Source: an optimization exercise on an open RTL-to-GDS flow (aim: small area). Production flows keep margins and buffers that such runs may drop. In this exercise RTL edits were held to simulation tests only and were not proved equivalent to the original. Power figures rest on the tool's default switching activity, not on a simulated workload.

==> flow/design.v <==
module axi_lite_template #(
  parameter int C_DATA_WIDTH = 32,
  parameter int C_ADDR_WIDTH = 32
) (
  input  logic                      clk,
  input  logic                      rst,
  input  logic [C_ADDR_WIDTH-1:0]   awaddr,
  input  logic [2:0]                awprot,
  input  logic                      awvalid,
  output logic                      awready,
  input  logic [C_DATA_WIDTH-1:0]   wdata,
  input  logic [C_DATA_WIDTH/8-1:0] wstrb,
  input  logic                      wvalid,
  output logic                      wready,
  output logic [1:0]                bresp,
  output logic                      bvalid,
  input  logic                      bready,
  input  logic [C_ADDR_WIDTH-1:0]   araddr,
  input  logic [2:0]                arprot,
  input  logic                      arvalid,
  output logic                      arready,
  output logic [C_DATA_WIDTH-1:0]   rdata,
  output logic [1:0]                rresp,
  output logic                      rvalid,
  input  logic                      rready
);
  localparam int STRB_W = C_DATA_WIDTH / 8;
  localparam int N_REGS = 32;
  logic unused_inputs;
  assign unused_inputs = ^{awprot, arprot, awaddr, araddr};
  assign bresp = 2'b00;
  assign rresp = 2'b00;
  logic post_rst, aw_held, w_held;
  assign post_rst = ~arready & ~rvalid;
  assign aw_held  = ~awready & ~post_rst;
  assign w_held   = ~wready & ~post_rst;
  logic aw_hs, w_hs, ar_hs, commit, b_done;
  assign aw_hs  = awvalid & awready;
  assign w_hs   = wvalid & wready;
  assign ar_hs  = arvalid & arready;
  assign commit = aw_held & w_held & ~bvalid;
  assign b_done = bvalid & bready;
  always_ff @(posedge clk) begin
    if (rst) begin
      awready <= 1'b0;
      wready  <= 1'b0;
      arready <= 1'b0;
      bvalid  <= 1'b0;
      rvalid  <= 1'b0;
    end else begin
      awready <= b_done | ~(aw_held | aw_hs);
      wready  <= b_done | ~(w_held | w_hs);
      bvalid  <= commit | (bvalid & ~bready);
      rvalid  <= ar_hs | (rvalid & ~rready);
      arready <= ~ar_hs & (~rvalid | rready);
    end
  end
  logic [4:0]              aw_idx;
  logic [C_DATA_WIDTH-1:0] w_data, w_data_n;
  logic [STRB_W-1:0]       w_strb;
  for (genvar i = 0; i < C_DATA_WIDTH; i++) begin : g_wdn
    axi_lite_inv u_inv (.a(w_data[i]), .y(w_data_n[i]));
  end
  always_ff @(posedge clk) begin
    if (aw_hs) aw_idx <= awaddr[6:2];
    if (w_hs) begin
      w_data <= wdata;
      w_strb <= wstrb;
    end
  end
  function automatic logic is_port(input int k);
    is_port = (k % 3 == 0);
  endfunction
  function automatic logic inv_slot(input int k);
    inv_slot = ((k / 3) % 2 == 1);
  endfunction
  logic [4:0]                          t;
  logic [N_REGS-1:0][C_DATA_WIDTH-1:0] slot_q;
  logic                                pending;
  logic                                rst_q2, clear;
  logic [4:0]        wpos;
  logic              wr_go, wr_now;
  logic [N_REGS-1:0] wr_here;
  always_comb begin
    wpos  = aw_idx + t;
    wr_go = (commit | pending) & ~rst;
    for (int k = 0; k < N_REGS; k++)
      wr_here[k] = is_port(k) && wr_go && (wpos == 5'(k - 1));
    wr_now = |wr_here;
  end
  always_ff @(posedge clk) rst_q2 <= post_rst;
  assign clear = rst | post_rst | rst_q2;
  always_ff @(posedge clk) begin
    if (rst) begin
      t       <= '0;
      pending <= 1'b0;
    end else begin
      t       <= t + 5'd1;
      pending <= wr_go & ~wr_now;
    end
  end
  for (genvar k = 0; k < N_REGS; k++) begin : g_slot
    localparam int PREV = (k + N_REGS - 1) % N_REGS;
    if (is_port(k)) begin : g_port
      for (genvar b = 0; b < STRB_W; b++) begin : g_byte
        if (inv_slot(PREV)) begin : g_restore
          logic nsel, nkeep;
          axi_lite_port_ctl_n u_ctl (
            .wr(wr_here[k]), .strb(w_strb[b]), .clear(clear), .nsel(nsel), .nkeep(nkeep)
          );
          always_ff @(posedge clk)
            slot_q[k][8*b +: 8] <= ~(({8{nsel}} | w_data_n[8*b +: 8]) &
                                     ({8{nkeep}} | slot_q[PREV][8*b +: 8]));
        end else begin : g_fwd
          logic       sel, keep;
          logic [7:0] new_val;
          axi_lite_port_ctl u_ctl (
            .wr(wr_here[k]), .strb(w_strb[b]), .clear(clear), .sel(sel), .keep(keep)
          );
          assign new_val = ({8{sel}} & w_data[8*b +: 8]) | ({8{keep}} & slot_q[PREV][8*b +: 8]);
          always_ff @(posedge clk) slot_q[k][8*b +: 8] <= inv_slot(k) ? ~new_val : new_val;
        end
      end
    end else begin : g_shift
      always_ff @(posedge clk) slot_q[k] <= slot_q[PREV];
    end
  end
  logic [4:0]        rpos;
  logic [N_REGS-1:0] rd_sel;
  logic              byp;
  logic [STRB_W-1:0] byp_b;
  always_comb begin
    rpos = araddr[6:2] + t;
    for (int k = 0; k < N_REGS; k++)
      rd_sel[k] = ar_hs & (rpos == k[4:0]) & ~(rst_q2 & is_port((k + 1) % N_REGS));
    byp = ar_hs & pending & (araddr[6:2] == aw_idx);
    for (int b = 0; b < STRB_W; b++) byp_b[b] = byp & w_strb[b];
  end
  localparam int N_TRUE = 17;
  localparam int N_INV  = 15;
  logic [N_TRUE:0]         ps;
  logic [N_INV-1:0]        ns;
  logic [C_DATA_WIDTH-1:0] pd [N_TRUE+1];
  logic [C_DATA_WIDTH-1:0] nd [N_INV];
  for (genvar k = 0; k < N_REGS; k++) begin : g_pick
    if (inv_slot(k)) begin : g_inv
      assign ns[(k / 6) * 3 + k % 3] = ~rd_sel[k];
      assign nd[(k / 6) * 3 + k % 3] = slot_q[k];
    end else begin : g_true
      assign ps[(k / 6) * 3 + k % 3] = rd_sel[k];
      assign pd[(k / 6) * 3 + k % 3] = slot_q[k];
    end
  end
  assign ps[N_TRUE] = ~ar_hs;
  assign pd[N_TRUE] = rdata;
  logic [C_DATA_WIDTH-1:0] rd_val;
  for (genvar i = 0; i < C_DATA_WIDTH; i++) begin : g_rd
    logic [N_TRUE:0]  pd_i;
    logic [N_INV-1:0] nd_i;
    for (genvar j = 0; j <= N_TRUE; j++) begin : g_p
      assign pd_i[j] = pd[j][i];
    end
    for (genvar j = 0; j < N_INV; j++) begin : g_n
      assign nd_i[j] = nd[j][i];
    end
    axi_lite_rd_bit u_bit (
      .pd(pd_i), .ps(ps), .nd(nd_i), .ns(ns),
      .byp(byp_b[i / 8]), .wd(w_data[i]), .y(rd_val[i])
    );
  end
  always_ff @(posedge clk) rdata <= rd_val;
endmodule
module axi_lite_port_ctl (
  input  logic wr, strb, clear,
  output logic sel, keep
);
  assign sel  = wr & strb;
  assign keep = ~(sel | clear);
endmodule
module axi_lite_port_ctl_n (
  input  logic wr, strb, clear,
  output logic nsel, nkeep
);
  assign nsel  = ~(wr & strb);
  assign nkeep = (wr & strb) | clear;
endmodule
module axi_lite_inv (
  input  logic a,
  output logic y
);
  assign y = ~a;
endmodule
module axi_lite_aoi222 (
  input  logic a0, b0, a1, b1, a2, b2,
  output logic y
);
  assign y = ~((a0 & b0) | (a1 & b1) | (a2 & b2));
endmodule
module axi_lite_oai22 (
  input  logic a0, b0, a1, b1,
  output logic y
);
  assign y = ~((a0 | b0) & (a1 | b1));
endmodule
module axi_lite_rd_bit (
  input  logic [17:0] pd,
  input  logic [17:0] ps,
  input  logic [14:0] nd,
  input  logic [14:0] ns,
  input  logic        byp,
  input  logic        wd,
  output logic        y
);
  logic [5:0] n;
  logic [7:0] p;
  for (genvar g = 0; g < 6; g++) begin : g_t
    axi_lite_aoi222 u_t (
      .a0(pd[3*g]),   .b0(ps[3*g]),
      .a1(pd[3*g+1]), .b1(ps[3*g+1]),
      .a2(pd[3*g+2]), .b2(ps[3*g+2]),
      .y(n[g])
    );
  end
  for (genvar g = 0; g < 7; g++) begin : g_i
    axi_lite_oai22 u_i (
      .a0(ns[2*g]),   .b0(nd[2*g]),
      .a1(ns[2*g+1]), .b1(nd[2*g+1]),
      .y(p[g])
    );
  end
  assign p[7] = ~(ns[14] | nd[14]);
  logic a, b, c, d;
  axi_lite_nand4 u_a (.a(n[3:0]), .y(a));
  axi_lite_nand2 u_b (.a(n[5:4]), .y(b));
  axi_lite_or4   u_c (.a(p[3:0]), .y(c));
  axi_lite_or4   u_d (.a(p[7:4]), .y(d));
  axi_lite_rd_out u_o (.a(a), .b(b), .c(c), .d(d), .byp(byp), .wd(wd), .y(y));
endmodule
module axi_lite_nand4 (
  input  logic [3:0] a,
  output logic       y
);
  assign y = ~&a;
endmodule
module axi_lite_nand2 (
  input  logic [1:0] a,
  output logic       y
);
  assign y = ~&a;
endmodule
module axi_lite_or4 (
  input  logic [3:0] a,
  output logic       y
);
  assign y = |a;
endmodule
module axi_lite_rd_out (
  input  logic a, b, c, d, byp, wd,
  output logic y
);
  assign y = byp ? wd : (a | b | c | d);
endmodule
clock: 5.0 ns
lec_check: 0
cap_margin: 20
core_margin: 2
core_utilization: 75
cts_cluster_diameter: 80
cts_cluster_size: 25
slew_margin: 20
synth_hierarchical: 1
standard.sh (not shown) runs the stock make flow with config.mk's settings and CLKGATE_MAP_FILE= SYNTH_SCRIPT=/design/flow/synth_recipe.tcl, a recipe that flattens the netlist after the stock synthesis.
==> flow/flow/run.sh <==
#!/bin/bash
# The standard layout (standard.sh, with its standard synthesis), changed in two ways:
# - the port buffers that global placement adds to every input and output are buf_1 cells
#   rather than the flow's default choice;
# - clock tree synthesis clusters 25 sinks within 80 um per leaf buffer (the same as the
#   CTS_CLUSTER_* settings) and adds no dummy loads.
# Each step's full output goes to a log file of its own in the folder this runs in; ORFS also
# keeps its per-step logs under orfs/logs/.
set -euo pipefail
export BUFFER_PORTS_ARGS="-buffer_cell sky130_fd_sc_hd__buf_1"
export CTS_ARGS="-sink_clustering_enable -repair_clock_nets -sink_clustering_size 25 -sink_clustering_max_diameter 80 -dont_use_dummy_load"
bash standard.sh synth > flow_synth.log 2>&1
bash standard.sh floorplan > flow_floorplan.log 2>&1
bash standard.sh place > flow_place.log 2>&1
bash standard.sh cts > flow_cts.log 2>&1
bash standard.sh route > flow_route.log 2>&1
bash standard.sh finish > flow_finish.log 2>&1
test -s out/final.def
==> next run, changes <==
--- a/flow/design.v
+++ b/flow/design.v
@@ -102,22 +102,21 @@
   for (genvar k = 0; k < N_REGS; k++) begin : g_slot
     localparam int PREV = (k + N_REGS - 1) % N_REGS;
     if (is_port(k)) begin : g_port
       for (genvar b = 0; b < STRB_W; b++) begin : g_byte
+        logic       sel, keep;
+        axi_lite_port_ctl u_ctl (
+          .wr(wr_here[k]), .strb(w_strb[b]), .clear(clear), .sel(sel), .keep(keep)
+        );
         if (inv_slot(PREV)) begin : g_restore
           logic nsel, nkeep;
-          axi_lite_port_ctl_n u_ctl (
-            .wr(wr_here[k]), .strb(w_strb[b]), .clear(clear), .nsel(nsel), .nkeep(nkeep)
-          );
+          axi_lite_inv u_ns (.a(sel),  .y(nsel));
+          axi_lite_inv u_nk (.a(keep), .y(nkeep));
           always_ff @(posedge clk)
             slot_q[k][8*b +: 8] <= ~(({8{nsel}} | w_data_n[8*b +: 8]) &
                                      ({8{nkeep}} | slot_q[PREV][8*b +: 8]));
         end else begin : g_fwd
-          logic       sel, keep;
           logic [7:0] new_val;
-          axi_lite_port_ctl u_ctl (
-            .wr(wr_here[k]), .strb(w_strb[b]), .clear(clear), .sel(sel), .keep(keep)
-          );
           assign new_val = ({8{sel}} & w_data[8*b +: 8]) | ({8{keep}} & slot_q[PREV][8*b +: 8]);
           always_ff @(posedge clk) slot_q[k][8*b +: 8] <= inv_slot(k) ? ~new_val : new_val;
         end
       end
@@ -176,15 +175,8 @@
 );
   assign sel  = wr & strb;
   assign keep = ~(sel | clear);
 endmodule
-module axi_lite_port_ctl_n (
-  input  logic wr, strb, clear,
-  output logic nsel, nkeep
-);
-  assign nsel  = ~(wr & strb);
-  assign nkeep = (wr & strb) | clear;
-endmodule
 module axi_lite_inv (
   input  logic a,
   output logic y
 );
What happened: Clock power barely changes. Clock-buffer cell count is unchanged. Design area is higher by 0.75%. Wire length rose by 2.5%. Total power hardly moves. Worst setup slack is better by 65 ps.

## separate check: timing with driven ports
No port has a modelled driver above. Below, the same layouts with a new extraction and two added sets of constraints. Step 1 (the two cells are an assumption about what drives the block):
set clk [get_ports {clk}]
set_driving_cell -lib_cell sky130_fd_sc_hd__clkbuf_16 $clk
set_driving_cell -lib_cell sky130_fd_sc_hd__buf_2 [delete_from_list [all_inputs] $clk]
Step 2 moves the port delays by t, midway between the first and last clock arrival at a register: inputs arrive t later, outputs are due t later. That takes back most of the time a late clock gives input paths. a / b / c = no drivers / after step 1 / after step 2; a / b = the first two.
| run | t (ns) | setup slack, ns | worst setup path at the end |
|---|---|---|---|
| the first run | 0.688 | 0.576 / 0.613 / -0.075 | input to register |
| the second run | 0.681 | 0.641 / 0.675 / -0.006 | input to register |
With both steps, setup timing fails in the first run and the second run, where it was met with ideal ports. For the first run, which loses most, drivers alone change the setup slack by +0.037 ns; drivers and shift together by -0.651 ns.
